This design comes from an exercise in tuning for small area and a short achievable clock period on the open sky130 flow, not from production work. Function was checked by simulation only, so behaviour that the tests miss may differ from the original. Power is estimated from default activity; no workload was simulated.

[flow/run.sh]
#!/bin/bash
# synth_recipe.tcl (not shown) runs the flow's synth.tcl, then flattens the netlist and writes it again
# the make line also repeats each setting of config.mk as NAME=value (left out here)
make -C /OpenROAD-flow-scripts/flow DESIGN_CONFIG=/design/flow/config.mk WORK_HOME=/design/flow/orfs CLKGATE_MAP_FILE= SYNTH_SCRIPT=/design/flow/synth_recipe.tcl finish
[flow/design.v]
package mem_instr_cargable_pkg;
    localparam logic [1:0] S_IDLE = 2'd0;
    localparam logic [1:0] S_LOAD = 2'd1;
    localparam logic [1:0] S_DONE = 2'd2;
    localparam logic [31:0] NOP_WORD      = 32'h0000_0000;
    localparam logic [31:0] HALT_WORD_DEF = 32'hFFFF_FFFF;
endpackage
module mem_instr_byte_packer #(
    parameter int NBITS     = 32,
    parameter int BYTE_BITS = 8
) (
    input  logic                 i_clk,
    input  logic                 i_reset_n,
    input  logic                 i_clr,
    input  logic                 i_byte_en,
    input  logic [BYTE_BITS-1:0] i_byte,
    output logic [NBITS-1:0]     o_word,
    output logic                 o_word_valid
);
    localparam int NB = NBITS / BYTE_BITS;
    localparam int CW = (NB > 1) ? $clog2(NB) : 1;
    localparam int SW = NBITS - BYTE_BITS;
    logic [SW-1:0]    shift_q;
    logic [CW-1:0]    cnt_q;
    assign o_word       = {shift_q, i_byte};
    assign o_word_valid = i_byte_en && (cnt_q == CW'(NB - 1));
    always_ff @(posedge i_clk or negedge i_reset_n) begin
        if (!i_reset_n)
            cnt_q <= '0;
        else if (i_clr)
            cnt_q <= '0;
        else if (i_byte_en)
            cnt_q <= cnt_q + CW'(1);
    end
    always_ff @(posedge i_clk) begin
        if (i_byte_en)
            shift_q <= o_word[SW-1:0];
    end
endmodule
module mem_instr_rd_mux #(
    parameter int NBITS  = 32,
    parameter int CELDAS = 64,
    localparam int AW    = (CELDAS > 1) ? $clog2(CELDAS) : 1
) (
    input  logic [CELDAS*NBITS-1:0] i_words,
    input  logic [AW-1:0]           i_idx,
    input  logic                    i_take,
    input  logic                    i_hold,
    input  logic [NBITS-1:0]        i_q,
    output logic [NBITS-1:0]        o_word
);
    localparam int G = CELDAS / 8;
    logic [7:0]       s_lo, s_hi;
    logic [NBITS-1:0] grp [G];
    always_comb begin
        for (int k = 0; k < 8; k++) begin
            s_lo[k] = (i_idx[2:0] == 3'(k));
            s_hi[k] = i_take && (i_idx[AW-1:3] == 3'(k));
        end
    end
    for (genvar g = 0; g < G; g++) begin : g_grp
        for (genvar b = 0; b < NBITS; b++) begin : g_bit
            logic [7:0] d;
            for (genvar k = 0; k < 8; k++) begin : g_k
                assign d[k] = i_words[(g*8+k)*NBITS + b];
            end
            mem_instr_sel8 u_sel (
                .i_sel (s_lo),
                .i_d   (d),
                .o_q   (grp[g][b])
            );
        end
    end
    for (genvar b = 0; b < NBITS; b++) begin : g_hi
        logic [8:0] d;
        for (genvar g = 0; g < G; g++) begin : g_g
            assign d[g] = grp[g][b];
        end
        assign d[8] = i_q[b];
        mem_instr_sel9 u_sel (
            .i_sel ({i_hold, s_hi}),
            .i_d   (d),
            .o_q   (o_word[b])
        );
    end
endmodule
module mem_instr_sel8 (
    input  logic [7:0] i_sel,
    input  logic [7:0] i_d,
    output logic       o_q
);
    assign o_q = |(i_sel & i_d);
endmodule
module mem_instr_sel9 (
    input  logic [8:0] i_sel,
    input  logic [8:0] i_d,
    output logic       o_q
);
    assign o_q = |(i_sel & i_d);
endmodule
import mem_instr_cargable_pkg::*;
module mem_instr_cargable #(
    parameter int               NBITS     = 32,
    parameter int               CELDAS    = 64,
    parameter int               BYTE_BITS = 8,
    parameter logic [NBITS-1:0] HALT_WORD = NBITS'(HALT_WORD_DEF),
    localparam int              LCW       = $clog2(CELDAS + 1)
) (
    input  logic                 i_clk,
    input  logic                 i_reset_n,
    input  logic [NBITS-1:0]     i_PC,
    input  logic                 i_fetch_en,
    output logic [NBITS-1:0]     o_Instruction,
    output logic                 o_pc_err,
    input  logic                 i_load_start,
    input  logic                 i_load_valid,
    input  logic [BYTE_BITS-1:0] i_load_byte,
    output logic                 o_load_ready,
    output logic                 o_load_done,
    output logic [LCW-1:0]       o_load_count
);
    localparam int CW = $clog2(CELDAS + 1);
    localparam int AW = (CELDAS > 1) ? $clog2(CELDAS) : 1;
    localparam int IW = NBITS - 2;
    logic [NBITS-1:0] mem [CELDAS];
    logic [1:0]       state_q;
    logic [CW-1:0]    count_q;
    logic [NBITS-1:0] instr_q;
    logic             err_q;
    logic             byte_en, pk_clr, word_valid;
    logic [NBITS-1:0] word;
    logic [IW-1:0]    idx;
    logic             unused_pc;
    assign idx       = i_PC[NBITS-1:2];
    assign unused_pc = ^i_PC[1:0];
    assign byte_en   = i_load_valid && (state_q == S_LOAD);
    assign pk_clr    = (state_q == S_IDLE) && i_load_start;
    mem_instr_byte_packer #(
        .NBITS     (NBITS),
        .BYTE_BITS (BYTE_BITS)
    ) u_packer (
        .i_clk        (i_clk),
        .i_reset_n    (i_reset_n),
        .i_clr        (pk_clr),
        .i_byte_en    (byte_en),
        .i_byte       (i_load_byte),
        .o_word       (word),
        .o_word_valid (word_valid)
    );
    always_ff @(posedge i_clk or negedge i_reset_n) begin
        if (!i_reset_n) begin
            state_q <= S_IDLE;
            count_q <= '0;
        end else begin
            unique case (state_q)
                S_LOAD: begin
                    if (word_valid) begin
                        count_q <= count_q + CW'(1);
                        if (count_q == CW'(CELDAS - 1))
                            state_q <= S_DONE;
                    end
                end
                S_DONE: state_q <= S_IDLE;
                default: begin
                    if (i_load_start) begin
                        state_q <= S_LOAD;
                        count_q <= '0;
                    end
                end
            endcase
        end
    end
    logic fetch_hold, fetch_take;
    assign fetch_hold = !i_fetch_en || ((state_q == S_IDLE) && i_load_start);
    assign fetch_take = i_fetch_en && (state_q == S_IDLE) && !i_load_start &&
                        (idx < IW'(CELDAS));
    always_ff @(posedge i_clk or negedge i_reset_n) begin
        if (!i_reset_n)
            instr_q <= '0;
        else
            instr_q <= instr_d;
    end
    always_ff @(posedge i_clk or negedge i_reset_n) begin
        if (!i_reset_n) begin
            err_q <= 1'b0;
        end else if (i_fetch_en) begin
            if (state_q != S_IDLE)
                err_q <= 1'b0;
            else if (!i_load_start)
                err_q <= (idx >= IW'(CELDAS));
        end
    end
    logic [7:0] wr_hi, wr_lo;
    always_comb begin
        for (int j = 0; j < 8; j++) begin
            wr_hi[j] = word_valid && (count_q[AW-1:3] == 3'(j));
            wr_lo[j] = (count_q[2:0] == 3'(j));
        end
    end
    for (genvar w = 0; w < CELDAS; w++) begin : g_word
        always_ff @(posedge i_clk) begin
            if (wr_hi[w / 8] && wr_lo[w % 8])
                mem[w] <= word;
        end
    end
    logic [CELDAS*NBITS-1:0] mem_flat;
    logic [NBITS-1:0]        instr_d;
    for (genvar w = 0; w < CELDAS; w++) begin : g_flat
        assign mem_flat[w*NBITS +: NBITS] = mem[w];
    end
    mem_instr_rd_mux #(
        .NBITS  (NBITS),
        .CELDAS (CELDAS)
    ) u_rd_mux (
        .i_words (mem_flat),
        .i_idx   (idx[AW-1:0]),
        .i_take  (fetch_take),
        .i_hold  (fetch_hold),
        .i_q     (instr_q),
        .o_word  (instr_d)
    );
    assign o_Instruction = instr_q;
    assign o_pc_err      = err_q;
    assign o_load_ready  = state_q[0];
    assign o_load_done   = state_q[1];
    assign o_load_count  = count_q;
endmodule
[flow/constraint.sdc]
create_clock -name core_clock -period 5.0 [get_ports {i_clk}]
set_input_delay 1.0000 -clock core_clock [delete_from_list [all_inputs] [get_ports {i_clk}]]
set_output_delay 1.0000 -clock core_clock [all_outputs]
set_load 0.01 [all_outputs]
[flow/config.mk]
export PLATFORM = sky130hd
export DESIGN_NAME = mem_instr_cargable
export DESIGN_NICKNAME = mem_instr_cargable
export VERILOG_FILES = /design/flow/design.v
export SDC_FILE = /design/flow/constraint.sdc
export NUM_CORES = 4
export LEC_CHECK = 0
export CAP_MARGIN = 20
export CORE_MARGIN = 2
export CORE_UTILIZATION = 55
export SETUP_SLACK_MARGIN = 2.55
export SLEW_MARGIN = 20
export SYNTH_HIERARCHICAL = 1
==> results of run 1 <==
## area by class of cell
| class | instances | area, µm² | area share (%) |
|---|---|---|---|
| flip-flops and latches | 2116 | 63300 | 69.8 |
| diodes | 1 | 2.50 | 0.00276 |
| clock inverters | 134 | 1080 | 1.19 |
| multi-input cells | 1606 | 12700 | 14.0 |
| repair buffers | 464 | 5940 | 6.54 |
| well taps | 1781 | 2230 | 2.45 |
| inverters | 9 | 40.0 | 0.0441 |
| clock buffers | 247 | 5460 | 6.01 |
## Yosys stat by module (local to each module, per instance), excerpt
| module | area (µm²) | flip-flops and latches |
|---|---|---|
| mem_instr_cargable | 63400 | 2090 |
| mem_instr_sel9 | 46.3 | 0 |
| mem_instr_sel8 | 36.3 | 0 |
## cells by family (layout without fill, tap and decap cells)
logic type | count (synthesis) | after routing
simple gates | 418 | 423
compound gates | 1168 | 1168
other cells | 0 | 1
fa+ha+maj | 10 | 10
xor+xnor | 1 | 1
mux | 4 | 4
flops | 2116 | 2116
buf+inv | 23 | 854
## layout by cell type (no fill, tap or decap), types with 4 or more instances in the layout
| cell | netlist | layout |
|---|---|---|
| nor2_4 | 0 | 64 |
| buf_4 | 8 | 194 |
| buf_12 | 0 | 137 |
| dlygate4sd2_1 | 0 | 26 |
| buf_8 | 0 | 6 |
| a221oi_4 | 0 | 11 |
| edfxtp_1 | 2072 | 2072 |
| a22o_4 | 0 | 7 |
| clkbuf_16 | 0 | 228 |
| a221oi_2 | 32 | 21 |
| bufinv_16 | 0 | 17 |
| buf_6 | 1 | 45 |
| buf_2 | 3 | 23 |
| nor2b_1 | 5 | 4 |
| dfrtp_2 | 0 | 20 |
| nor2_1 | 68 | 4 |
| buf_16 | 0 | 12 |
| a222oi_1 | 32 | 32 |
| clkinv_2 | 0 | 42 |
| clkinvlp_4 | 0 | 8 |
| nand2_1 | 13 | 9 |
| nor4_2 | 0 | 5 |
| clkdlybuf4s50_1 | 0 | 4 |
| ha_1 | 10 | 8 |
| a22oi_1 | 1056 | 1056 |
| nand3_1 | 38 | 33 |
| o21ai_0 | 5 | 5 |
| clkinv_1 | 0 | 60 |
| a22o_1 | 32 | 25 |
| clkbuf_1 | 1 | 33 |
| dfrtp_1 | 44 | 24 |
| inv_1 | 9 | 5 |
| nand4_1 | 258 | 258 |
| inv_6 | 0 | 5 |
## synthesized netlist by cell type, drive strengths merged (2+ instances only)
master | instances | area share [%]
nor2b | 5 | 0.042
and2 | 3 | 0.028
inv | 9 | 0.045
nand4 | 259 | 2.2
buf | 12 | 0.11
o41ai | 2 | 0.033
nand3 | 38 | 0.25
o31ai | 3 | 0.030
and3b | 3 | 0.035
a22oi | 1056 | 11
and4bb | 3 | 0.050
nor3b | 4 | 0.040
or3 | 2 | 0.017
dfrtp | 44 | 1.5
a221oi | 32 | 0.64
mux2i | 3 | 0.040
a222oi | 32 | 0.43
or4 | 2 | 0.020
ha | 10 | 0.17
edfxtp | 2072 | 83
clkbuf | 2 | 0.012
nand2 | 13 | 0.065
o21ai | 5 | 0.033
and4b | 3 | 0.045
nor2 | 68 | 0.34
a22o | 32 | 0.37
nor4 | 7 | 0.058
nor3 | 2 | 0.013
nor4b | 2 | 0.032
a21oi | 3 | 0.020
## flip-flops by register name, indices dropped and copies added (netlist names)
signal,cells
u_packer.shift_q,24
err_q,1
state_q,2
mem,2048
instr_q,32
count_q,7
u_packer.cnt_q,2
## timing repair
action	CTS	global route
resized for setup	353	65
pin swaps	56	42
setup endpoints to repair	2082	693
gates cloned	15	23
endpoints found under the hold margin	0	0
setup buffers	112	32
## routing by layer
| layer | wire, µm | vias up | share of wire [%] |
|---|---|---|---|
| li1 | - | 18000 | - |
| met1 | 88900 | 23100 | 40 |
| met2 | 107000 | 2416 | 48 |
| met3 | 22100 | 368 | 9.8 |
| met4 | 6780 | 4 | 3.0 |
| met5 | 27 | - | 0.012 |
## final timing paths
check / start / end / slack, ns / cells past startpoint
worst min-delay path: i_reset_n / instr_q[31]$_DFF_PN0_ / 0.15 / 1
worst max-delay path: i_PC[18] / err_q$_DFFE_PN0P_ / 2.33 / 15
worst max register to register: state_q[1]$_DFFE_PN0P_ / instr_q[28]$_DFF_PN0_ / 2.38 / 12
max in group asynchronous: i_reset_n / instr_q[0]$_DFF_PN0_ / 3.74 / 2
worst min register to register: u_packer.shift_q[1]$_DFFE_PP_ / u_packer.shift_q[9]$_DFFE_PP_ / 0.47 / 0
min in group core_clock: u_packer.shift_q[1]$_DFFE_PP_ / u_packer.shift_q[9]$_DFFE_PP_ / 0.47 / 0
## critical path, cell delays in order
cell           delay, ns
dlygate4sd2_1       0.23
nor4_2              0.32
nand4_1             0.19
buf_4               0.17
buf_4               0.13
buf_4               0.12
buf_4               0.13
buf_4               0.13
buf_4               0.12
buf_4               0.12
buf_4               0.12
buf_4               0.12
buf_4               0.12
buf_4               0.12
o221a_2             0.23
## power by group through the flow
stage          Clock, mW  Combinational, mW  Sequential, mW
6_report            15.1               2.26            20.1
4_1_cts             15.2               2.21            20.1
3_5_place_dp           0               2.10            20.5
3_3_place_gp           0               2.05            20.5
2_1_floorplan          0              0.777            20.9
5_1_grt             15.9               2.39            20.1
==> out/qor.txt, run 1 <==
Cell Pwr Density: 413 nW/µm²
synthesized area: 75200 µm²
Design Area, Final: 90800 µm²
Pleak: 28.5 nW
Area Overhead vs Synth: 20.8%
Syn Nets: 3795
Congestion Overflow GR: 0
clock latency on the worst-skew pair: 0.83 ns
Main synth FF type: edfxtp_1
vias in the first global route: 41700
max-cap violations: 0
met2 Usage GRT: 49.1%
post-synthesis mux area share: 0.0549%
clk root buf: clkbuf_16
Num CTS Buffers: 205
chip height: 374 µm
Hold/Removal Path Class: in -> async
post-route ant nets: 0
Residual DRC: 0
NetSw: 8.26 mW
flip-flop and latch count after synthesis: 2116
DRT Wirelength: 225000 µm
Adder-Cell Fraction of Synth Area: 0.166%
largest net degree at the start of global routing: 82
post-route minimum period: 2.67 ns
Setup TNS Final: 0 ns
Sw Share: 22.0%
number of fillers in the final layout: 8872
Peak Freq: 0.374 GHz
Starting Density: 55.4%
cell-internal power: 29.2 mW
critical path class: in -> reg
core area: 136000 µm²
vias per cell: 6.90
Min Hold Slack: 0.149 ns
layout cells sized above 1: 19.6%
combinational power share: 6.0%
asr flop ratio synth: 2.08%
max-slew violation count: 0
Hold Fails Final Rpt: 0
initial drt markers: 5988
Routed wire per std cell: 35.4 µm
xor/xnor cell area share of the yosys netlist: 0.0116%
GP Congestion: 0.785
largest family of logic cells by synthesized area: compound AO/OA/AOI/OAI gates
Final Util: 66.9%
Critical Path Sink Type: register
GRT Resource Usage Total: 31.1%
Max VDD drop: 0.357 mV
hold buffer count at CTS: 0
Worst-path clk slew: 0.06 ns
Die Wd: 374 µm
cell row count: 135
DP Wirelength: 110000 µm
met3 usage: 4.91%
Final Net Count: 4457
Required @ worst endpoint: 5.70 ns
Worst EP arrival: 3.37 ns
Max FO, Critical Path: 2
num ports: 87
CTS sink count: 2116
PortBufs: 84
Mean Syn Cell Area: 20.1 µm²
status: finished clean
Slew headroom: 33.2%
Seq pwr share: 53.7%
RSZ-0062 raised after global routing: yes
total power: 37.5 mW
Max clock buf depth: 3
Compound-Gate Fraction of Synth Area: 12.1%
cells after synthesis: 3740
dpl ws: 0.757 ns
initial antenna violation count: 3
drt first pass iters: 6
Synthesis Warnings: 11
grt met1 use: 45.1%
CTS tree: yes
GRT Max-Usage Layer: met2
H-tree lvl count: 4
Setup-failing EPs final: 0
post-synthesis sequential area ratio: 84.2%
die area: 140000 µm²
Final period util: 53.4%
vias post-DR: 43800
worst setup margin: 2.33 ns
first-pass GRT wire length: 308000 µm
final cell count without fillers: 6358
CP Launch Type: input pin
Tightest Pin Transition: 1.00 ns
Post-synth EDFFs: 2072
Clk pwr share: 40.3%
Distinct cells, synth: 46
simple-gate share of the synthesized area: 3.24%
Final Skew: 0.0289 ns
placed inst area: 81300 µm²
Placed Cells: 5794
==> run 2: changes to the inputs <==
--- a/flow/design.v
+++ b/flow/design.v
@@ -55,7 +55,7 @@
     always_comb begin
         for (int k = 0; k < 8; k++) begin
             s_lo[k] = (i_idx[2:0] == 3'(k));
-            s_hi[k] = i_take && (i_idx[AW-1:3] == 3'(k));
+            s_hi[k] = (i_idx[AW-1:3] == 3'(k));
         end
     end
     for (genvar g = 0; g < G; g++) begin : g_grp
@@ -72,15 +72,22 @@
         end
     end
     for (genvar b = 0; b < NBITS; b++) begin : g_hi
-        logic [8:0] d;
+        logic [7:0] d;
+        logic       rd;
         for (genvar g = 0; g < G; g++) begin : g_g
             assign d[g] = grp[g][b];
         end
-        assign d[8] = i_q[b];
-        mem_instr_sel9 u_sel (
-            .i_sel ({i_hold, s_hi}),
+        mem_instr_sel8 u_sel (
+            .i_sel (s_hi),
             .i_d   (d),
-            .o_q   (o_word[b])
+            .o_q   (rd)
+        );
+        mem_instr_ao22 u_out (
+            .i_a0 (i_take),
+            .i_a1 (rd),
+            .i_b0 (i_hold),
+            .i_b1 (i_q[b]),
+            .o_q  (o_word[b])
         );
     end
 endmodule
@@ -91,12 +98,14 @@
 );
     assign o_q = |(i_sel & i_d);
 endmodule
-module mem_instr_sel9 (
-    input  logic [8:0] i_sel,
-    input  logic [8:0] i_d,
-    output logic       o_q
-);
-    assign o_q = |(i_sel & i_d);
+module mem_instr_ao22 (
+    input  logic i_a0,
+    input  logic i_a1,
+    input  logic i_b0,
+    input  logic i_b1,
+    output logic o_q
+);
+    assign o_q = (i_a0 & i_a1) | (i_b0 & i_b1);
 endmodule
 import mem_instr_cargable_pkg::*;
 module mem_instr_cargable #(
--- a/flow/config.mk
+++ b/flow/config.mk
@@ -8,6 +8,8 @@
 export CAP_MARGIN = 20
 export CORE_MARGIN = 2
 export CORE_UTILIZATION = 55
+export CTS_CLUSTER_DIAMETER = 80
+export CTS_CLUSTER_SIZE = 25
 export SETUP_SLACK_MARGIN = 2.55
 export SLEW_MARGIN = 20
 export SYNTH_HIERARCHICAL = 1
==> run 2 against run 1 <==
Net effect: sequential power about the same; combinational power increased by 17%; worst hold slack improved by 0.10 ns; core utilization decreased by 1.8 points; via count about the same; first-iteration DRC count increased by 4.3%; area after synthesis about the same; largest power group unchanged; highest routed layer unchanged; critical path type unchanged.
==> out/qor.txt, run 2 <==
status: finished clean
drt first pass iters: 6 (unchanged)
num ports: 87 (unchanged)
Synth area leader: edfxtp_1
biggest regs: mem: 2048 flops, instr_q: 32 flops, u_packer.shift_q: 24 flops
Most flops, register: mem
Worst EP arrival: 3.27 ns (-0.10 ns)
Final Skew: 0.0410 ns (+0.0121 ns)
Synthesis Warnings: 11 (unchanged)
Main synth FF type: edfxtp_1
max-cap violations: 0 (unchanged)
layout cells sized above 1: 19.3% (-0.25 points)
post-synthesis sequential area ratio: 84.3% (about the same)
Crit Reg-Reg Startpoint: state_q[1]$_DFFE_PN0P_
post-route minimum period: 2.63 ns (-0.0442 ns)
largest net degree at the start of global routing: 99 (+21%)
Final period util: 52.5% (-0.88 points)
Distinct cells, synth: 40 (-13%)
hold buffer count at CTS: 0 (unchanged)
Required @ worst endpoint: 5.65 ns (-0.05 ns)
Hold/Removal Path Class: in -> async
Cell Pwr Density: 366 nW/µm² (-11%)
Setup TNS Final: 0 ns (unchanged)
Congestion Overflow GR: 0 (unchanged)
Final Net Count: 4422 (-0.79%)
core area: 135000 µm² (-0.12%)
Syn Nets: 3827 (+0.84%)
Post-synth EDFFs: 2072 (unchanged)
initial drt markers: 6247 (+4.3%)
Tightest Pin Transition: 1.10 ns (+0.101 ns)
Worst-path clk slew: 0.10 ns (+0.04 ns)
DP Wirelength: 114000 µm (+3.6%)
Area Overhead vs Synth: 17.6%
Die Wd: 374 µm (about the same)
CTS sink count: 2116 (unchanged)
Starting Density: 55.5% (about the same)
synthesized area: 75100 µm² (about the same)
critical path class: in -> reg
Routed wire per std cell: 37.7 µm (+6.6%)
chip height: 374 µm (about the same)
Num CTS Buffers: 99 (-52%)
Critical Path Sink Type: register
initial antenna violation count: 9 (+6)
RSZ-0062 raised after global routing: yes
Pleak: 26.9 nW (-5.5%)
vias post-DR: 43800 (-0.043%)
worst setup path start: i_PC[2]
CTS tree: yes
die area: 140000 µm² (about the same)
most common cell after layout, fill and taps aside: edfxtp_1
clock latency on the worst-skew pair: 0.78 ns (-0.05 ns)
Peak Freq: 0.381 GHz (+1.7%)
CP Launch Type: input pin
max-slew violation count: 0 (unchanged)
clk root buf: clkbuf_16
Largest register FFs: 2048 (unchanged)
DRT Wirelength: 234000 µm (+4.1%)
GRT Resource Usage Total: 32.7% (+1.6 points)
Synth top area share: 82.8% (about the same)
cell row count: 135 (unchanged)
PortBufs: 84 (unchanged)
number of fillers in the final layout: 9128 (+2.9%)
Post-synth top cells: edfxtp_1, a22oi_1, nand4_1, nor2_1, dfrtp_1
vias per cell: 7.06 (+2.4%)
met2 Usage GRT: 51.1% (+2.0 points)
asr flop ratio synth: 2.08% (unchanged)
GP Congestion: 0.785 (about the same)
Max FO, Critical Path: 16 (+14)
top post-synthesis cells by area: edfxtp_1, a22oi_1, nand4_1, dfrtp_1, a22o_1
grt met1 use: 47.0% (+1.9 points)
cells after synthesis: 3772 (+0.86%)
Residual DRC: 0 (unchanged)
Max clock buf depth: 3 (unchanged)
Setup-failing EPs final: 0 (unchanged)
first-pass GRT wire length: 321000 µm (+4.1%)
vias in the first global route: 41500 (-0.38%)
most numerous cell in the Yosys netlist: edfxtp_1
Hold Fails Final Rpt: 0 (unchanged)
Slew headroom: 26.5% (-6.7 points)
Min Hold Slack: 0.250 ns (+0.101 ns)
met3 usage: 6.16% (+1.3 points)
Max VDD drop: 0.362 mV (+1.3%)
flip-flop and latch count after synthesis: 2116 (unchanged)
H-tree lvl count: 3 (-1)
Mean Syn Cell Area: 19.9 µm² (-0.94%)
GRT Max-Usage Layer: met2
commonest non-fill, non-tap cells in the layout: edfxtp_1, a22oi_1, nand4_1
post-route ant nets: 0 (unchanged)
==> run 2: changes by cell type after synthesis, sizes merged, moves of 3 or more <==
cell,delta
a222oi,-32
a22oi,+96
nand4,+32
nand3,-32
nor3b,+3
and4b,-3
and4bb,-3
and3b,+3
a221oi,-32
==> run 2: what timing repair did <==
action	4_1_cts	5_1_grt
setup buffers	104	42
pin swaps	63	92
cloned	36	16
gates resized for setup	369	114
endpoints found under the setup margin	2123	1008
==> run 2: area by class of cell <==
cell class / count / area (µm²) / share of cell area (%)
well taps: 1781 / 2230 / 2.52
multi-input cells: 1643 / 13200 / 14.9
diodes: 2 / 5.00 / 0.00567
repair buffers: 498 / 6500 / 7.36
clock buffers: 137 / 2770 / 3.13
flip-flops and latches: 2116 / 63300 / 71.7
inverters: 9 / 41.3 / 0.0468
clock inverters: 21 / 251 / 0.285
==> run 2: power by group <==
part	internal, mW	switching (mW)	leakage (nW)	total, mW
combinational	0.721	1.92	6.23	2.64
sequential	20.1	0.118	19.2	20.2
clock	4.05	5.42	1.46	9.47
==> run 2: worst max-delay path, cell delays in order <==
cell	delay [ns]
clkbuf_16	0.14
and3b_4	0.30
buf_4	0.19
buf_12	0.16
buf_4	0.18
a22oi_1	0.20
nand4_1	0.17
a22oi_2	0.34
nand4_1	0.27
a22o_1	0.29
==> run 2: through the flow <==
stage | instance area [µm²] | std cells | utilization (%) | setup slack, ns | power [mW]
after floorplan | 75400 | 3772 | - | -1.79 | 21.7
after global placement | 81400 | 5843 | 60.1 | 0.488 | 22.8
after detailed placement | 81400 | 5845 | 60.1 | 0.441 | 22.8
after CTS | 87000 | 6143 | 64.2 | 2.44 | 32.2
after global routing | 88300 | 6205 | 65.2 | 2.41 | 33.1
final | 88300 | 6207 | 65.2 | 2.37 | 32.3
==> run 2: metal layers <==
| metal | vias to the layer above | wire [µm] |
|---|---|---|
| li1 | 17800 | - |
| met1 | 23000 | 90100 |
| met2 | 2681 | 110000 |
| met3 | 360 | 25800 |
| met4 | 10 | 8050 |
| met5 | - | 66 |
==> run 2: per-module statistics from Yosys, one instance, submodules excluded, a selection <==
| module | cells inside | flops+latches | copies in the design | area, µm² |
|---|---|---|---|---|
| mem_instr_cargable | 2244 | 2090 | 1 | 63400 |
| mem_instr_ao22 | 1 | 0 | 32 | 8.76 |
| mem_instr_sel8 | 5 | 0 | 288 | 36.3 |
==> run 2: final timing paths <==
kind / end / slack (ns) / depth (start not counted)
max in group asynchronous: instr_q[2]$_DFF_PN0_ / 3.84 / 2
max reg2reg: mem[31][13]$_DFFE_PP_ / 2.59 / 12
max: instr_q[19]$_DFF_PN0_ / 2.37 / 10
min in group core_clock: u_packer.shift_q[11]$_DFFE_PP_ / 0.47 / 0
min: count_q[1]$_DFFE_PN0P_ / 0.25 / 1
min reg2reg: u_packer.shift_q[11]$_DFFE_PP_ / 0.47 / 0
==> run 2: cell families (layout without fill, tap and decap cells) <==
kind of cell               Yosys count  in the layout  synth area share (%)
adders and majority gates           10             10                 0.167
other                                0              2                     0
AOI/OAI and AO/OA                 1200           1200                  12.0
xor gates and xnor gates             1              1                0.0117
muxes                                4              4                0.0550
and+or+nand+nor                    418            428                  3.26
DFF                               2116           2116                  84.3
buffers and inverters               23            665                 0.172
==> run 3: changes to the inputs <==
--- a/flow/config.mk
+++ b/flow/config.mk
@@ -8,8 +8,6 @@
 export CAP_MARGIN = 20
 export CORE_MARGIN = 2
 export CORE_UTILIZATION = 55
-export CTS_CLUSTER_DIAMETER = 80
-export CTS_CLUSTER_SIZE = 25
 export SETUP_SLACK_MARGIN = 2.55
 export SLEW_MARGIN = 20
 export SYNTH_HIERARCHICAL = 1
==> run 3 against run 2 <==
Net effect: total power up 16%; first-iteration DRC count down 1.2%; core utilization up 1.5 points; routed wire length down 1.7%.
==> out/qor.txt, run 3 <==
cells after synthesis: 3772 (unchanged)
Pleak: 28.0 nW (+4.3%)
Routed wire per std cell: 36.1 µm (-4.2%)
vias in the first global route: 42200 (+1.5%)
Synth top area share: 82.8% (unchanged)
post-route minimum period: 2.54 ns (-0.0820 ns)
Mean Syn Cell Area: 19.9 µm² (unchanged)
dpl ws: 0.441 ns (unchanged)
PortBufs: 84 (unchanged)
most numerous cell in the Yosys netlist: edfxtp_1
drt first pass iters: 6 (unchanged)
Congestion Overflow GR: 0 (unchanged)
core area: 135000 µm² (unchanged)
Slowest-stage cell, CP: and3_4
GP Congestion: 0.785 (unchanged)
Final Util: 66.7% (+1.5 points)
layout cells sized above 1: 19.8% (+0.50 points)
first-pass GRT wire length: 316000 µm (-1.5%)
Starting Density: 55.5% (unchanged)
NetSw: 8.42 mW (+13%)
total power: 37.6 mW (+16%)
sequential cell area: 63300 µm² (unchanged)
Clk pwr share: 39.6% (+10 points)
CP bufs+invs: 1 (-3)
RSZ-0062 raised after global routing: yes
flip-flop and latch count after synthesis: 2116 (unchanged)
CTS tree: yes
CP Launch Type: input pin
Hold Fails Final Rpt: 0 (unchanged)
Cell Pwr Density: 416 nW/µm² (+14%)
Main synth FF type: edfxtp_1
combinational power share: 6.7% (-1.5 points)
DRT Wirelength: 230000 µm (-1.7%)
number of fillers in the final layout: 8969 (-1.7%)
Min Hold Slack: 0.187 ns (-0.0627 ns)
initial drt markers: 6171 (-1.2%)
Distinct cells, synth: 40 (unchanged)
Post-synth EDFFs: 2072 (unchanged)
clk root buf: clkbuf_16
CP delay by family, top: simple AND/OR/NAND/NOR gates
most common cell after layout, fill and taps aside: edfxtp_1
cell row count: 135 (unchanged)
Final Net Count: 4465 (+0.97%)
clock latency on the worst-skew pair: 0.83 ns (+0.05 ns)
Hold/Removal Path Class: in -> async
max-cap violations: 0 (unchanged)
Tightest Pin Transition: 1.14 ns (+0.0353 ns)
critical path class: in -> reg
Critical Path Sink Type: register
Max VDD drop: 0.385 mV (+6.5%)
synthesized area: 75100 µm² (unchanged)
Worst-path clk slew: 0.06 ns (-0.04 ns)
num ports: 87 (unchanged)
Setup-failing EPs final: 0 (unchanged)
post-route ant nets: 0 (unchanged)
vias post-DR: 44100 (+0.55%)
Synthesis Warnings: 11 (unchanged)
Slowest Stage Delay on Critical Path: 0.77 ns (+0.43 ns)
footprint of the multi-input gates: 12900 µm² (-1.8%)
Peak Freq: 0.393 GHz (+3.2%)
vias per cell: 6.92 (-2.0%)
Residual DRC: 0 (unchanged)
commonest non-fill, non-tap cells in the layout: edfxtp_1, a22oi_1, nand4_1
Synth area leader: edfxtp_1
Worst EP arrival: 3.29 ns (+0.02 ns)
Num CTS Buffers: 203 (+110%)
Max clock buf depth: 3 (unchanged)
largest net degree at the start of global routing: 99 (unchanged)
Final Skew: 0.0275 ns (-0.0135 ns)
Max FO, Critical Path: 26 (+10)
H-tree lvl count: 4 (+1)
die area: 140000 µm² (unchanged)
status: finished clean
crit path cell chain: clkdlybuf4s15_2, and3_4, a22oi_2, nand4_1, a22o_1
top post-synthesis cells by area: edfxtp_1, a22oi_1, nand4_1, dfrtp_1, a22o_1
max-slew violation count: 0 (unchanged)
chip height: 374 µm (unchanged)
GRT Resource Usage Total: 32.1% (-0.59 points)
Largest register FFs: 2048 (unchanged)
Sw Share: 22.4% (-0.69 points)
post-synthesis sequential area ratio: 84.3% (unchanged)
cell-internal power: 29.2 mW (+17%)
Area Overhead vs Synth: 20.3%
Final period util: 50.9% (-1.6 points)
Most flops, register: mem
asr flop ratio synth: 2.08% (unchanged)
Post-synth top cells: edfxtp_1, a22oi_1, nand4_1, nor2_1, dfrtp_1
CTS sink count: 2116 (unchanged)
biggest regs: mem: 2048 flops, instr_q: 32 flops, u_packer.shift_q: 24 flops
Die Wd: 374 µm (unchanged)
initial antenna violation count: 11 (+2)
DP Wirelength: 114000 µm (unchanged)
Syn Nets: 3827 (unchanged)
Required @ worst endpoint: 5.75 ns (+0.10 ns)
Seq pwr share: 53.8% (-8.7 points)
worst setup margin: 2.46 ns (+0.0820 ns)
Slew headroom: 24.1% (-2.4 points)
## run 3: cell counts after synthesis
Identical to the previous run, type by type.
## run 3: per-module statistics from Yosys (local to each module, per instance), a selection
module | flops+latches | times used | cell area [µm²]
mem_instr_sel8 | 0 | 288 | 36.3
mem_instr_ao22 | 0 | 32 | 8.76
mem_instr_cargable | 2090 | 1 | 63400
## run 3: through the flow
stage	cell area [µm²]	cells	setup TNS, ns
final	90400	6367	0
after global routing	90400	6364	0
after CTS	89100	6301	0
after detailed placement	81400	5845	0
after global placement	81400	5843	0
after floorplan	75400	3772	-57.36
## run 3: cells by family (layout without fill, tap and decap cells)
| group | Yosys count | in the layout | share of synthesized area (%) |
|---|---|---|---|
| AO/OA/AOI/OAI | 1200 | 1200 | 12.0 |
| XOR/XNOR | 1 | 1 | 0.0117 |
| adder cells (fa/ha/maj) | 10 | 10 | 0.167 |
| buffers and inverters | 23 | 823 | 0.172 |
| flip-flops | 2116 | 2116 | 84.3 |
| multiplexers | 4 | 4 | 0.0550 |
| other | 0 | 5 | 0 |
| AND/OR/NAND/NOR | 418 | 427 | 3.26 |
## run 3: power by group through the flow
| stage | Clock (mW) | Combinational [mW] | Sequential [mW] |
|---|---|---|---|
| floorplan | 0 | 0.823 | 20.9 |
| global placement | 0 | 2.15 | 20.6 |
| detailed placement | 0 | 2.20 | 20.6 |
| CTS | 15.0 | 2.33 | 20.3 |
| global route | 15.7 | 2.63 | 20.2 |
| finish | 14.9 | 2.51 | 20.2 |
## run 3: final timing paths
kind                                               start                              to  depth (start not counted)  slack, ns
min in group core_clock    u_packer.shift_q[3]$_DFFE_PP_  u_packer.shift_q[11]$_DFFE_PP_                          0       0.48
min                                            i_reset_n          count_q[1]$_DFFE_PN0P_                          1       0.19
max                                              i_PC[7]           instr_q[23]$_DFF_PN0_                          5       2.46
max in group asynchronous                      i_reset_n            instr_q[3]$_DFF_PN0_                          2       3.90
min reg2reg                u_packer.shift_q[3]$_DFFE_PP_  u_packer.shift_q[11]$_DFFE_PP_                          0       0.48
max reg2reg                       count_q[4]$_DFFE_PN0P_           mem[33][14]$_DFFE_PP_                          5       2.58
## run 3: worst register-to-register path: cells and delay by family, from the launching register on
kind          cells  cell delay, ns
buf+inv           2            0.58
flops             1            0.43
simple gates      3            0.99
## run 3: final cells by class
cell class	instances	share of cell area, %
sequential	2116	70.1
inverter	9	0.0457
clock inverter	116	0.990
clock buffer	260	6.13
timing repair buffer	438	5.96
antenna	5	0.0138
multi-input combinational	1642	14.3
tap	1781	2.47
## run 3: what timing repair did
action / CTS / global route
gates resized for setup: 353 / 87
pin swaps: 18 / 50
buffers inserted: 66 / 36
gates cloned: 14 / 21
endpoints found under the setup margin: 2123 / 954
hold buffers: 0 / 0
## run 3: layer usage
metal	share of wire (%)	track usage [%]	vias up
li1	-	-	18000
met1	39	45.8	23000
met2	47	49.8	2638
met3	11	6.56	386
met4	3.5	11.3	10
met5	0.023	0	-
==> run 4: changes to the inputs <==
--- a/flow/config.mk
+++ b/flow/config.mk
@@ -8,6 +8,8 @@
 export CAP_MARGIN = 20
 export CORE_MARGIN = 2
 export CORE_UTILIZATION = 55
+export CTS_CLUSTER_DIAMETER = 60
+export CTS_CLUSTER_SIZE = 16
 export SETUP_SLACK_MARGIN = 2.55
 export SLEW_MARGIN = 20
 export SYNTH_HIERARCHICAL = 1
==> run 4 against run 3 <==
Net effect: cell count shrank 2.6%; global-route usage is 0.097 points lower; non-clock buffer count is 9 lower; sequential share of layout area grew 1.7 points; synthesized cell count unchanged; clock-buffer cell count shrank 57; first-iteration DRC count decreased by 1.7%; fmax is 2.0% lower; highest routed layer unchanged.
==> out/qor.txt, run 4 <==
Synth top area share: 82.8% (unchanged)
Congestion Overflow GR: 0 (unchanged)
Tightest Pin Transition: 1.12 ns (-0.0153 ns)
Synthesis Warnings: 11 (unchanged)
Starting Density: 55.5% (unchanged)
number of fillers in the final layout: 9152 (+2.0%)
Top Layer Used: met5
status: finished clean
Max FO, Critical Path: 18 (-31%)
Main synth FF type: edfxtp_1
placed inst area: 81400 µm² (unchanged)
most numerous cell in the Yosys netlist: edfxtp_1
post-synthesis sequential area ratio: 84.3% (unchanged)
DRT Wirelength: 228000 µm (-0.77%)
Most flops, register: mem
Final period util: 51.9% (+1.0 points)
Setup-failing EPs final: 0 (unchanged)
Crit Reg-Reg Startpoint: state_q[1]$_DFFE_PN0P_
CTS tree: yes
biggest regs: mem: 2048 flops, instr_q: 32 flops, u_packer.shift_q: 24 flops
critical path class: in -> reg
hold buffer count at CTS: 0 (unchanged)
initial drt markers: 6068 (-1.7%)
asr flop ratio synth: 2.08% (unchanged)
Largest register FFs: 2048 (unchanged)
Slew headroom: 25.2% (+1.0 points)
first-pass GRT wire length: 314000 µm (-0.45%)
CTS sink count: 2116 (unchanged)
max-slew violation count: 0 (unchanged)
flip-flop and latch count after synthesis: 2116 (unchanged)
Required @ worst endpoint: 5.69 ns (-0.06 ns)
Final Net Count: 4407 (-1.3%)
Num CTS Buffers: 155 (-24%)
vias in the first global route: 41700 (-1.1%)
num ports: 87 (unchanged)
Syn Nets: 3827 (unchanged)
Synth area leader: edfxtp_1
initial antenna violation count: 9 (-2)
Routed wire per std cell: 36.8 µm (+1.8%)
Final Skew: 0.0255 ns (-0.00206 ns)
cells after synthesis: 3772 (unchanged)
M1 WL: 88200 µm (-1.6%)
vias per cell: 6.99 (+0.99%)
post-route minimum period: 2.60 ns (+0.0513 ns)
Area Overhead vs Synth: 17.5%
core area: 135000 µm² (unchanged)
vias post-DR: 43400 (-1.6%)
post-route ant nets: 0 (unchanged)
wire length on met3: 24700 µm (+1.0%)
drt first pass iters: 6 (unchanged)
Critical Path Sink Type: register
Max clock buf depth: 3 (unchanged)
layout cells sized above 1: 18.2% (-1.6 points)
Post-synth top cells: edfxtp_1, a22oi_1, nand4_1, nor2_1, dfrtp_1
H-tree lvl count: 4 (unchanged)
GRT Resource Usage Total: 32.0% (-0.097 points)
synthesized area: 75100 µm² (unchanged)
Residual DRC: 0 (unchanged)
RSZ-0062 raised after global routing: yes
DP Wirelength: 114000 µm (unchanged)
Design Area, Final: 88200 µm² (-2.3%)
PortBufs: 84 (unchanged)
top post-synthesis cells by area: edfxtp_1, a22oi_1, nand4_1, dfrtp_1, a22o_1
chip height: 374 µm (unchanged)
Post-synth EDFFs: 2072 (unchanged)
Setup TNS Final: 0 ns (unchanged)
WL met2: 107000 µm (-0.38%)
most common cell after layout, fill and taps aside: edfxtp_1
Worst EP arrival: 3.28 ns (about the same)
Max VDD drop: 0.335 mV (-13%)
GP Congestion: 0.785 (unchanged)
max-cap violations: 0 (unchanged)
commonest non-fill, non-tap cells in the layout: edfxtp_1, a22oi_1, nand4_1
Peak Freq: 0.385 GHz (-2.0%)
footprint of the multi-input gates: 13000 µm² (+0.15%)
die area: 140000 µm² (unchanged)
sequential cell area: 63300 µm² (unchanged)
CP Launch Type: input pin
Distinct cells, synth: 40 (unchanged)
Hold/Removal Path Class: in -> async
largest net degree at the start of global routing: 99 (unchanged)
Mean Syn Cell Area: 19.9 µm² (unchanged)
Worst-path clk slew: 0.07 ns (about the same)
cell row count: 135 (unchanged)
Cell Pwr Density: 391 nW/µm² (-6.1%)
Pleak: 27.0 nW (-3.7%)
Hold Fails Final Rpt: 0 (unchanged)
Die Wd: 374 µm (unchanged)
clock latency on the worst-skew pair: 0.80 ns (-0.03 ns)
clk root buf: clkbuf_16
worst setup path start: i_PC[2]
[run 4: cell types whose count changed in the layout (fill, tap and decap cells not counted), sizes merged]
| cell | previous run | this run |
|---|---|---|
| clkdlybuf4s15 | 1 | 2 |
| diode | 5 | 4 |
| clkinvlp | 6 | 2 |
| buf | 389 | 386 |
| clkinv | 97 | 11 |
| and3 | 3 | 4 |
| inv | 9 | 13 |
| and3b | 14 | 12 |
| bufinv | 13 | 4 |
| clkbuf | 279 | 215 |
[run 4: final timing paths]
kind                                                   to  slack, ns  cells past startpoint
hold reg to reg            u_packer.shift_q[11]$_DFFE_PP_       0.48                      0
max in group asynchronous            instr_q[2]$_DFF_PN0_       3.87                      2
min in group core_clock    u_packer.shift_q[11]$_DFFE_PP_       0.48                      0
setup reg to reg                    mem[26][13]$_DFFE_PP_       2.59                     11
hold / removal                     state_q[0]$_DFFE_PN0P_       0.21                      1
setup / recovery                     instr_q[5]$_DFF_PN0_       2.40                      9
[run 4: through the flow]
stage | cells | utilization, % | hold slack (ns) | power [mW] | setup slack, ns
3_5_place_dp | 5845 | 60.1 | 0.449 | 22.8 | 0.441
3_3_place_gp | 5843 | 60.1 | 0.433 | 22.8 | 0.488
6_report | 6204 | 65.1 | 0.211 | 34.5 | 2.40
2_1_floorplan | 3772 | - | 0.490 | 21.7 | -1.79
5_1_grt | 6200 | 65.1 | 0.224 | 35.3 | 2.42
4_1_cts | 6164 | 64.5 | 0.187 | 34.4 | 2.47
[run 4: per-layer routing]
layer	global-route usage, %	vias up
met5	0	-
met3	6.26	381
met1	46.1	22600
li1	-	17800
met4	11.0	10
met2	49.6	2584
[run 4: layout make-up]
type | instances | area share, %
Sequential cell | 2116 | 71.8
Multi-Input combinational cell | 1641 | 14.7
Timing Repair Buffer | 429 | 6.00
Clock buffer | 203 | 4.72
Tap cell | 1781 | 2.53
Clock inverter | 21 | 0.254
Inverter | 9 | 0.0425
Antenna cell | 4 | 0.0113
[run 4: power breakdown]
| part | switching, mW | leakage [nW] | total [mW] | internal [mW] |
|---|---|---|---|---|
| Sequential | 0.122 | 19.2 | 20.2 | 20.1 |
| Combinational | 1.87 | 5.66 | 2.51 | 0.639 |
| Clock | 5.75 | 2.13 | 11.8 | 6.01 |
[run 4: worst max-delay path: stages]
cell and delay, ns:
buf_16 0.13, and3b_4 0.34, buf_12 0.22, buf_12 0.17, a22oi_1 0.22, nand4_1 0.16, a22oi_2 0.50, nand4_1 0.22
a22o_1 0.27
[run 4: timing repair]
item                       in CTS  in global routing
gates cloned                   13                 16
pin swaps                      22                 46
setup endpoints to repair    2123                917
hold endpoints to repair        0                  0
gates resized for setup       365                 86
setup buffers                  82                 16
[run 4: modules after synthesis (local to each module, per instance), excerpt]
module / cells / copies in the design
mem_instr_ao22: 1 / 32
mem_instr_sel8: 5 / 288
mem_instr_cargable: 2244 / 1
[run 4: logic make-up after synthesis]
kind of cell	synth area share (%)
AO/OA/AOI/OAI	12.0
flip-flops	84.3
buffers and inverters	0.172
adder cells (fa/ha/maj)	0.167
multiplexers	0.0550
XOR/XNOR	0.0117
AND/OR/NAND/NOR	3.26
==> run 5: changes to the inputs <==
--- a/flow/config.mk
+++ b/flow/config.mk
@@ -7,9 +7,10 @@
 export LEC_CHECK = 0
 export CAP_MARGIN = 20
 export CORE_MARGIN = 2
-export CORE_UTILIZATION = 55
-export CTS_CLUSTER_DIAMETER = 60
-export CTS_CLUSTER_SIZE = 16
-export SETUP_SLACK_MARGIN = 2.55
+export CORE_UTILIZATION = 65
+export CTS_CLUSTER_DIAMETER = 80
+export CTS_CLUSTER_SIZE = 25
+export PLACE_DENSITY = 0.72
+export SETUP_SLACK_MARGIN = 2.3
 export SLEW_MARGIN = 20
 export SYNTH_HIERARCHICAL = 1
==> run 5 against run 4 <==
Net effect: routed wire length fell by 8.7%; critical path type unchanged; die area decreased by 15%; core utilization is 8.7 points higher; non-clock buffer count fell by 73; total power shrank 9.6%; clock-buffer cell count is 69 lower; synthesized cell count is the same.
==> out/qor.txt, run 5 <==
Post-synth top cells: edfxtp_1, a22oi_1, nand4_1, nor2_1, dfrtp_1
drt first pass iters: 6 (unchanged)
Hold/Removal Path Class: in -> async
chip height: 344 µm (-7.9%)
Final Util: 73.8% (+8.7 points)
Required @ worst endpoint: 5.65 ns (-0.04 ns)
Worst-path clk slew: 0.09 ns (+0.02 ns)
number of fillers in the final layout: 6528 (-29%)
die area: 118000 µm² (-15%)
PortBufs: 84 (unchanged)
xor/xnor cell area share of the yosys netlist: 0.0117% (unchanged)
Final period util: 57.6% (+5.7 points)
total power: 31.2 mW (-9.6%)
Cell Pwr Density: 369 nW/µm² (-5.6%)
Starting Density: 65.6% (+10 points)
Area Overhead vs Synth: 12.5%
reg2reg path depth: 10 (-1)
Synth area leader: edfxtp_1
Die Wd: 344 µm (-7.9%)
Routed wire per std cell: 36.1 µm (-1.8%)
Distinct cells, synth: 40 (unchanged)
Peak Freq: 0.347 GHz (-9.9%)
Slowest Stage Delay on Critical Path: 0.99 ns (+0.49 ns)
Final Skew: 0.0284 ns (+0.00296 ns)
Most flops, register: mem
CTS tree: yes
core area: 115000 µm² (-15%)
Final Net Count: 4269 (-3.1%)
Slew headroom: 20.0% (-5.2 points)
synthesized area: 75100 µm² (unchanged)
largest family of logic cells by synthesized area: compound AO/OA/AOI/OAI gates
Mean Syn Cell Area: 19.9 µm² (unchanged)
clock latency on the worst-skew pair: 0.73 ns (-0.07 ns)
post-synthesis sequential area ratio: 84.3% (unchanged)
dpl ws: 0.707 ns (+0.265 ns)
clk root buf: clkbuf_16
H-tree lvl count: 3 (-1)
biggest regs: mem: 2048 flops, instr_q: 32 flops, u_packer.shift_q: 24 flops
status: finished clean
Adder-Cell Fraction of Synth Area: 0.167% (unchanged)
top post-synthesis cells by area: edfxtp_1, a22oi_1, nand4_1, dfrtp_1, a22o_1
CTS sink count: 2116 (unchanged)
Max FO, Critical Path: 32 (+14)
max-cap violations: 0 (unchanged)
max-slew violation count: 0 (unchanged)
Largest register FFs: 2048 (unchanged)
most numerous cell in the Yosys netlist: edfxtp_1
Hold Fails Final Rpt: 0 (unchanged)
cells after synthesis: 3772 (unchanged)
DRT Wirelength: 208000 µm (-8.7%)
vias post-DR: 43100 (-0.69%)
Max VDD drop: 0.417 mV (+25%)
asr flop ratio synth: 2.08% (unchanged)
Worst EP arrival: 3.53 ns (+0.25 ns)
worst setup margin: 2.12 ns (-0.286 ns)
Setup-failing EPs final: 0 (unchanged)
Design Area, Final: 84500 µm² (-4.3%)
crit path cell chain: clkdlybuf4s50_1, and3b_4, a22oi_1, nand4_1, a22o_1
Syn Nets: 3827 (unchanged)
post-route ant nets: 0 (unchanged)
GP Congestion: 0.866 (+10%)
largest net degree at the start of global routing: 77 (-22%)
post-synthesis mux area share: 0.0550% (unchanged)
Num CTS Buffers: 94 (-39%)
Congestion Overflow GR: 0 (unchanged)
first-pass GRT wire length: 293000 µm (-6.8%)
flip-flop and latch count after synthesis: 2116 (unchanged)
num ports: 87 (unchanged)
most common cell after layout, fill and taps aside: edfxtp_1
initial drt markers: 6430 (+6.0%)
r2r endpoint: mem[24][30]$_DFFE_PP_
Pleak: 25.5 nW (-5.7%)
layout cells sized above 1: 13.1% (-5.1 points)
simple-gate share of the synthesized area: 3.26% (unchanged)
final cell count without fillers: 5768 (-7.0%)
Compound-Gate Fraction of Synth Area: 12.0% (unchanged)
CP bufs+invs: 1 (-2)
DP Wirelength: 110000 µm (-3.4%)
Synth top area share: 82.8% (unchanged)
Critical Path Sink Type: register
RSZ-0062 raised after global routing: yes
placed inst area: 80300 µm² (-1.4%)
footprint of the multi-input gates: 12600 µm² (-2.6%)
Crit Reg-Reg Startpoint: state_q[1]$_DFFE_PN0P_
commonest non-fill, non-tap cells in the layout: edfxtp_1, a22oi_1, nand4_1
Synthesis Warnings: 11 (unchanged)
Tightest Pin Transition: 1.20 ns (+0.0774 ns)
Placed Cells: 5553 (-5.0%)
vias per cell: 7.47 (+6.8%)
Main synth FF type: edfxtp_1
vias in the first global route: 41100 (-1.5%)
CP Launch Type: input pin
critical path depth in cells: 5 (-4)
critical path class: in -> reg
initial antenna violation count: 10 (+1)
Residual DRC: 0 (unchanged)
Max clock buf depth: 3 (unchanged)
Slowest-stage cell, CP: and3b_4
Post-synth EDFFs: 2072 (unchanged)
GRT Resource Usage Total: 35.1% (+3.0 points)
CP delay by family, top: simple AND/OR/NAND/NOR gates
sequential cell area: 63300 µm² (about the same)
post-route minimum period: 2.88 ns (+0.286 ns)
cell row count: 124 (-8.1%)
R2R setup slack: 2.33 ns (-0.26 ns)
[run 5: cell types whose count changed in the layout (fill, tap and decap cells not counted), sizes merged, moves of 2 or more]
cell,before,now
diode,4,2
bufinv,4,0
clkbuf,215,149
clkdlybuf4s50,27,41
clkinv,11,2
dlygate4sd2,0,27
buf,386,271
inv,13,9
and3b,12,9
clkinvlp,2,0
[run 5: logic make-up after synthesis]
logic type,after synthesis
xor gates and xnor gates,1
DFF,2116
and+or+nand+nor,418
AOI/OAI and AO/OA,1200
adders and majority gates,10
buffers and inverters,23
muxes,4
[run 5: how the worst max path moves through the flow]
stage,from,end
floorplan,i_PC[3],instr_q[0]$_DFF_PN0_
global placement,i_load_valid,mem[53][12]$_DFFE_PP_
detailed placement,i_load_valid,mem[53][5]$_DFFE_PP_
CTS,state_q[0]$_DFFE_PN0P_,mem[38][22]$_DFFE_PP_
global route,i_PC[7],instr_q[6]$_DFF_PN0_
finish,i_PC[7],instr_q[6]$_DFF_PN0_
[run 5: metal layers]
layer	wire length, µm	GRT usage (%)
met2	97700	53.5
met1	74400	50.3
met3	27400	7.59
met5	101	0
met4	8610	14.4
[run 5: Yosys stat by module, one instance, submodules excluded, a selection]
module,copies in the design,area (µm²)
mem_instr_cargable,1,63400
mem_instr_sel8,288,36.3
mem_instr_ao22,32,8.76
[run 5: repair_timing]
| item | 4_1_cts | 5_1_grt |
|---|---|---|
| hold endpoints to repair | 0 | 0 |
| pin swaps | 25 | 9 |
| buffers inserted | 62 | 3 |
| endpoints found under the setup margin | 1911 | 1007 |
| cloned | 5 | 7 |
| hold buffers | 0 | 0 |
| resized for setup | 184 | 51 |
[run 5: cell type report]
type	count	share of cell area, %
sequential	2116	75.0
inverter	9	0.0400
clock buffer	134	3.04
antenna	2	0.00592
multi-input combinational	1637	14.9
timing repair buffer	356	4.76
tap	1512	2.24
clock inverter	2	0.0163
[run 5: power breakdown]
part           internal (mW)  switching (mW)
Clock                   3.58            5.08
Sequential              20.1          0.0942
Combinational          0.532            1.82
Total                   24.2            6.99
[run 5: worst register-to-register path, cell delays in order, from the launching register on]
cell	delay, ns
dfrtp_1	0.43
inv_1	0.10
ha_2	0.26
and2_4	0.17
and2_4	0.20
nor2b_4	0.31
buf_4	0.17
nand3_4	0.07
buf_12	0.17
nor2_4	0.15
buf_12	0.29
[run 5: through the flow]
| stage | hold slack [ns] | setup TNS [ns] |
|---|---|---|
| after floorplan | 0.490 | -57.36 |
| after global placement | 0.431 | 0 |
| after detailed placement | 0.436 | 0 |
| after CTS | 0.426 | 0 |
| after global routing | 0.489 | 0 |
| final | 0.445 | 0 |
==> run 6: changes to the inputs <==
--- a/flow/config.mk
+++ b/flow/config.mk
@@ -11,6 +11,6 @@
 export CTS_CLUSTER_DIAMETER = 80
 export CTS_CLUSTER_SIZE = 25
 export PLACE_DENSITY = 0.72
-export SETUP_SLACK_MARGIN = 2.3
+export SETUP_SLACK_MARGIN = 2.7
 export SLEW_MARGIN = 20
 export SYNTH_HIERARCHICAL = 1
==> run 6 against run 5 <==
Net effect: die area did not move; clock-buffer cell count did not move; area after synthesis did not move; clock skew rose by 0.014 ns; sequential cell count did not move; combinational power rose by 28%; fmax rose by 4.3%; total power rose by 2.6%; final area rose by 8.5%; routed wire length rose by 25%; largest power group unchanged; worst hold slack got worse by 0.0065 ns.
==> out/qor.txt, run 6 <==
status: finished clean
core area: 115000 µm² (unchanged)
drt first pass iters: 8 (+2)
most common cell after layout, fill and taps aside: edfxtp_1
CTS sink count: 2116 (unchanged)
Worst-path clk slew: 0.10 ns (about the same)
Tightest Pin Transition: 1.31 ns (+0.106 ns)
Synth area leader: edfxtp_1
Required @ worst endpoint: 5.63 ns (-0.02 ns)
post-route minimum period: 2.76 ns (-0.118 ns)
Max VDD drop: 0.418 mV (+0.30%)
die area: 118000 µm² (unchanged)
Max FO, Critical Path: 16 (-50%)
chip height: 344 µm (unchanged)
DRT Wirelength: 260000 µm (+25%)
top post-synthesis cells by area: edfxtp_1, a22oi_1, nand4_1, dfrtp_1, a22o_1
Distinct cells, synth: 40 (unchanged)
asr flop ratio synth: 2.08% (unchanged)
max-cap violations: 0 (unchanged)
Routed wire per std cell: 43.0 µm (+19%)
Worst EP arrival: 3.39 ns (-0.14 ns)
GP Congestion: 0.866 (unchanged)
max-slew violation count: 0 (unchanged)
Starting Density: 65.6% (unchanged)
num ports: 87 (unchanged)
xor/xnor cell area share of the yosys netlist: 0.0117% (unchanged)
Syn Nets: 3827 (unchanged)
Main synth FF type: edfxtp_1
Post-synth EDFFs: 2072 (unchanged)
most numerous cell in the Yosys netlist: edfxtp_1
CP delay by family, top: simple AND/OR/NAND/NOR gates
Largest register FFs: 2048 (unchanged)
first-pass GRT wire length: 322000 µm (+10%)
synthesized area: 75100 µm² (unchanged)
RSZ-0062 raised after global routing: yes
largest net degree at the start of global routing: 66 (-14%)
CP Launch Type: input pin
Congestion Overflow GR: 0 (unchanged)
CP bufs+invs: 1 (unchanged)
post-route ant nets: 0 (unchanged)
Die Wd: 344 µm (unchanged)
footprint of the multi-input gates: 13700 µm² (+8.3%)
cells after synthesis: 3772 (unchanged)
DP Wirelength: 110000 µm (unchanged)
Residual DRC: 0 (unchanged)
CTS tree: yes
Area Overhead vs Synth: 22.1%
critical path class: in -> reg
Mean Syn Cell Area: 19.9 µm² (unchanged)
Final period util: 55.3% (-2.4 points)
Design Area, Final: 91700 µm² (+8.5%)
vias post-DR: 48100 (+12%)
number of fillers in the final layout: 5290 (-19%)
PortBufs: 84 (unchanged)
Num CTS Buffers: 94 (unchanged)
Final Util: 80.1% (+6.3 points)
H-tree lvl count: 3 (unchanged)
Slowest-stage cell, CP: clkdlybuf4s15_2
Most flops, register: mem
Cell Pwr Density: 349 nW/µm² (-5.4%)
crit path cell chain: clkdlybuf4s15_2, and3b_4, a22oi_2, nand4_1, a22o_1
combinational power share: 9.4% (+1.9 points)
NetSw: 7.52 mW (+7.6%)
cell row count: 124 (unchanged)
sequential cell area: 63300 µm² (about the same)
clock latency on the worst-skew pair: 0.76 ns (+0.03 ns)
simple-gate share of the synthesized area: 3.26% (unchanged)
flip-flop and latch count after synthesis: 2116 (unchanged)
Synth top area share: 82.8% (unchanged)
post-synthesis sequential area ratio: 84.3% (unchanged)
layout cells sized above 1: 23.8% (+11 points)
GRT Resource Usage Total: 39.4% (+4.3 points)
Final Skew: 0.0422 ns (+0.0138 ns)
Synthesis Warnings: 11 (unchanged)
vias in the first global route: 42800 (+4.2%)
biggest regs: mem: 2048 flops, instr_q: 32 flops, u_packer.shift_q: 24 flops
initial drt markers: 8956 (+39%)
post-synthesis mux area share: 0.0550% (unchanged)
Slowest Stage Delay on Critical Path: 0.71 ns (-0.28 ns)
vias per cell: 7.96 (+6.6%)
Compound-Gate Fraction of Synth Area: 12.0% (unchanged)
commonest non-fill, non-tap cells in the layout: edfxtp_1, a22oi_1, nand4_1
Max clock buf depth: 3 (unchanged)
Hold/Removal Path Class: in -> async
Hold Fails Final Rpt: 0 (unchanged)
Post-synth top cells: edfxtp_1, a22oi_1, nand4_1, nor2_1, dfrtp_1
Setup-failing EPs final: 0 (unchanged)
Clk pwr share: 27.6% (-0.2 points)
Seq pwr share: 63.0% (-1.7 points)
largest family of logic cells by synthesized area: compound AO/OA/AOI/OAI gates
Adder-Cell Fraction of Synth Area: 0.167% (unchanged)
Pleak: 28.2 nW (+11%)
initial antenna violation count: 13 (+3)
clk root buf: clkbuf_16
Peak Freq: 0.362 GHz (+4.3%)
cell-internal power: 24.5 mW (+1.2%)
Sw Share: 23.5% (+1.1 points)
Slew headroom: 12.9% (-7.1 points)
placed inst area: 80300 µm² (unchanged)
Final Net Count: 4552 (+6.6%)
Critical Path Sink Type: register
[run 6: cell counts after synthesis]
No cell type changed its count.
[run 6: logic make-up after synthesis]
| group | Yosys count |
|---|---|
| AOI/OAI and AO/OA | 1200 |
| xor gates and xnor gates | 1 |
| adders and majority gates | 10 |
| buffers and inverters | 23 |
| DFF | 2116 |
| muxes | 4 |
| and+or+nand+nor | 418 |
[run 6: final timing paths]
| path | slack, ns | startpoint | cells after the start | end |
|---|---|---|---|---|
| hold / removal | 0.44 | i_reset_n | 2 | instr_q[15]$_DFF_PN0_ |
| setup / recovery | 2.24 | i_PC[7] | 5 | instr_q[14]$_DFF_PN0_ |
| max in group asynchronous | 3.92 | i_reset_n | 2 | instr_q[10]$_DFF_PN0_ |
| min in group core_clock | 0.48 | u_packer.shift_q[7]$_DFFE_PP_ | 0 | u_packer.shift_q[15]$_DFFE_PP_ |
| setup reg to reg | 2.38 | state_q[1]$_DFFE_PN0P_ | 12 | mem[6][22]$_DFFE_PP_ |
| hold reg to reg | 0.48 | u_packer.shift_q[7]$_DFFE_PP_ | 0 | u_packer.shift_q[15]$_DFFE_PP_ |
[run 6: repair_timing]
| item | CTS | global route |
|---|---|---|
| buffers inserted | 143 | 67 |
| cloned | 70 | 80 |
| pin swaps | 195 | 146 |
| hold buffers | 0 | 0 |
| gates resized for setup | 710 | 243 |
| setup endpoints to repair | 2113 | 1874 |
[run 6: modules after synthesis (local to each module, per instance), excerpt]
module	copies in the design	area, µm²	cells
mem_instr_cargable	1	63400	2244
mem_instr_sel8	288	36.3	5
mem_instr_ao22	32	8.76	1
[run 6: final cells by class]
class | instances | share of cell area [%]
tap | 1512 | 2.06
antenna | 2 | 0.00546
clock inverter | 2 | 0.0150
timing repair buffer | 636 | 11.1
clock buffer | 134 | 2.80
sequential | 2116 | 69.1
inverter | 9 | 0.0450
multi-input combinational | 1640 | 14.9
[run 6: power by group through the flow]
| stage | registers (mW) | logic (mW) | clock network, mW |
|---|---|---|---|
| CTS | 20.2 | 2.67 | 8.68 |
| global placement | 20.6 | 2.13 | 0 |
| detailed placement | 20.6 | 2.20 | 0 |
| global route | 20.2 | 3.03 | 9.30 |
| finish | 20.2 | 3.00 | 8.83 |
| floorplan | 20.9 | 0.823 | 0 |
[run 6: layer usage]
layer	wire, µm	global-route usage (%)	share of wire (%)	vias up
met3	48100	10.8	18	1073
met1	81100	55.4	31	23800
met5	207	0	0.080	-
met4	18800	19.0	7.2	30
li1	-	-	-	18100
met2	112000	58.2	43	5130
[run 6: through the flow]
| step | hold slack [ns] | total power [mW] | TNS (ns) | setup slack [ns] | std cells |
|---|---|---|---|---|---|
| 6_report | 0.439 | 32.0 | 0 | 2.24 | 6051 |
| 5_1_grt | 0.488 | 32.5 | 0 | 2.25 | 6049 |
| 4_1_cts | 0.426 | 31.5 | 0 | 2.54 | 5902 |
| 3_5_place_dp | 0.436 | 22.8 | 0 | 0.707 | 5553 |
| 3_3_place_gp | 0.431 | 22.7 | 0 | 0.736 | 5553 |
| 2_1_floorplan | 0.490 | 21.7 | -57.36 | -1.79 | 3772 |
==> run 7: changes to the inputs <==
--- a/flow/config.mk
+++ b/flow/config.mk
@@ -11,6 +11,6 @@
 export CTS_CLUSTER_DIAMETER = 80
 export CTS_CLUSTER_SIZE = 25
 export PLACE_DENSITY = 0.72
-export SETUP_SLACK_MARGIN = 2.7
+export SETUP_SLACK_MARGIN = 2.45
 export SLEW_MARGIN = 20
 export SYNTH_HIERARCHICAL = 1
==> run 7 against run 6 <==
Net effect: die area stayed put; non-clock buffer count is 249 lower; cell count is 4.1% lower; critical path depth is 5 higher; area after synthesis stayed put; final area is 6.8% lower; setup slack better by 0.091 ns; global-route usage is 3.9 points lower; sequential share of layout area is 5.0 points higher; critical path type unchanged.
==> out/qor.txt, run 7 <==
Worst-path clk slew: 0.10 ns (about the same)
biggest regs: mem: 2048 flops, instr_q: 32 flops, u_packer.shift_q: 24 flops
Distinct cells, synth: 40 (unchanged)
number of fillers in the final layout: 6373 (+20%)
Post-synth top cells: edfxtp_1, a22oi_1, nand4_1, nor2_1, dfrtp_1
crit path cell chain: buf_6, clkbuf_16, and3b_4, buf_12, buf_12, a22oi_1, nand4_1, a22oi_2, nand4_1, a22o_1
Design Area, Final: 85500 µm² (-6.8%)
Area Overhead vs Synth: 13.8%
post-route ant nets: 0 (unchanged)
Critical Path Sink Type: register
Hold/Removal Path Class: in -> async
cells after synthesis: 3772 (unchanged)
flip-flop and latch count after synthesis: 2116 (unchanged)
post-synthesis sequential area ratio: 84.3% (unchanged)
Starting Density: 65.6% (unchanged)
commonest non-fill, non-tap cells in the layout: edfxtp_1, a22oi_1, nand4_1
chip height: 344 µm (unchanged)
clk root buf: clkbuf_16
Largest register FFs: 2048 (unchanged)
num ports: 87 (unchanged)
vias per cell: 7.59 (-4.6%)
Die Wd: 344 µm (unchanged)
CTS sink count: 2116 (unchanged)
vias post-DR: 44100 (-8.5%)
DRT Wirelength: 218000 µm (-16%)
CTS tree: yes
max-cap violations: 0 (unchanged)
core area: 115000 µm² (unchanged)
Slowest-stage cell, CP: a22oi_2
Congestion Overflow GR: 0 (unchanged)
initial drt markers: 7080 (-21%)
WL met2: 101000 µm (-9.9%)
Syn Nets: 3827 (unchanged)
DP Wirelength: 110000 µm (unchanged)
R2R setup slack: 2.47 ns (+0.09 ns)
wire length on met3: 29900 µm (-38%)
top post-synthesis cells by area: edfxtp_1, a22oi_1, nand4_1, dfrtp_1, a22o_1
CP bufs+invs: 4 (+3)
most common cell after layout, fill and taps aside: edfxtp_1
GP Congestion: 0.866 (unchanged)
Post-synth EDFFs: 2072 (unchanged)
Mean Syn Cell Area: 19.9 µm² (unchanged)
Slowest Stage Delay on Critical Path: 0.33 ns (-0.38 ns)
Max clock buf depth: 3 (unchanged)
cell row count: 124 (unchanged)
CP delay by family, top: compound AO/OA/AOI/OAI gates
largest net degree at the start of global routing: 66 (unchanged)
Max VDD drop: 0.419 mV (about the same)
Residual DRC: 0 (unchanged)
placed inst area: 80300 µm² (unchanged)
PortBufs: 84 (unchanged)
Pleak: 25.9 nW (-8.2%)
Synthesis Warnings: 11 (unchanged)
Synth area leader: edfxtp_1
reg2reg path depth: 5 (-7)
die area: 118000 µm² (unchanged)
worst setup margin: 2.33 ns (+0.0913 ns)
Cell Pwr Density: 367 nW/µm² (+5.1%)
Setup-failing EPs final: 0 (unchanged)
r2r endpoint: instr_q[25]$_DFF_PN0_
M1 WL: 76500 µm (-5.7%)
Max FO, Critical Path: 30 (+14)
H-tree lvl count: 3 (unchanged)
RSZ-0062 raised after global routing: yes
synthesized area: 75100 µm² (unchanged)
vias in the first global route: 41300 (-3.5%)
hold buffer count at CTS: 0 (unchanged)
Hold Fails Final Rpt: 0 (unchanged)
status: finished clean
Routed wire per std cell: 37.6 µm (-13%)
Final Net Count: 4304 (-5.4%)
run 7: cell counts after synthesis:
No cell type changed its count.
run 7: logic make-up (layout without fill, tap and decap cells):
logic type,count (synthesis),after routing,synth area share (%)
mux,4,4,0.0550
fa+ha+maj,10,10,0.167
simple gates,418,426,3.26
buf+inv,23,532,0.172
compound gates,1200,1200,12.0
xor+xnor,1,1,0.0117
other cells,0,3,0
flops,2116,2116,84.3
run 7: power by group:
group	switching, mW	internal (mW)	leakage [nW]	total, mW
clock	5.11	3.58	1.25	8.69
combinational	1.90	0.605	5.45	2.51
sequential	0.0909	20.1	19.2	20.2
total	7.10	24.3	25.9	31.4
run 7: Yosys stat by module, one instance, submodules excluded, excerpt:
module / cells / area, µm² / flip-flops and latches
mem_instr_ao22: 1 / 8.76 / 0
mem_instr_sel8: 5 / 36.3 / 0
mem_instr_cargable: 2244 / 63400 / 2090
run 7: metal layers:
layer	track usage (%)	vias to the layer above
met5	0	-
met4	15.2	14
met3	7.03	494
met2	54.4	3516
met1	51.0	22500
li1	-	17500
run 7: layout make-up:
class                      instances  area, µm²  area share [%]
inverter                           9       33.8          0.0395
tap                             1512       1890            2.21
multi-input combinational       1641      12900            15.0
sequential                      2116      63300            74.1
clock buffer                     134       2570            3.00
timing repair buffer             387       4770            5.58
antenna                            3       7.51         0.00878
clock inverter                     2       13.8          0.0161
run 7: through the flow:
stage / cells / power, mW
floorplan: 3772 / 21.7
global placement: 5553 / 22.7
detailed placement: 5553 / 22.8
CTS: 5768 / 31.2
global route: 5801 / 32.0
finish: 5804 / 31.4
run 7: worst max-delay path by stage:
| stage | start | end | slack, ns | cells after the start |
|---|---|---|---|---|
| after floorplan | i_PC[3] | instr_q[0]$_DFF_PN0_ | -1.79 | 6 |
| after global placement | i_load_valid | mem[53][12]$_DFFE_PP_ | 0.74 | 6 |
| after detailed placement | i_load_valid | mem[53][5]$_DFFE_PP_ | 0.71 | 6 |
| after CTS | i_PC[7] | instr_q[31]$_DFF_PN0_ | 2.38 | 5 |
| after global routing | i_PC[3] | instr_q[19]$_DFF_PN0_ | 2.37 | 10 |
| final | i_PC[3] | instr_q[19]$_DFF_PN0_ | 2.33 | 10 |
run 7: what timing repair did:
action,4_1_cts,5_1_grt
gates resized for setup,251,110
gates cloned,11,21
buffers inserted,68,12
endpoints found under the setup margin,2106,1391
pin swaps,29,32
run 7: worst register-to-register path: cells and delay by family (launching register included):
kind | cells | cell delay, ns
compound gates | 1 | 0.51
simple gates | 2 | 1.01
flops | 1 | 0.49
buf+inv | 1 | 0.12
fa+ha+maj | 1 | 0.29

Setup slack of run 7, layout unchanged: 2.328 ns with ideal ports, 2.363 ns with driving cells assumed (clock clkbuf_16, inputs buf_2), 1.571 ns with port delays also shifted by the 0.792 ns mid clock arrival.
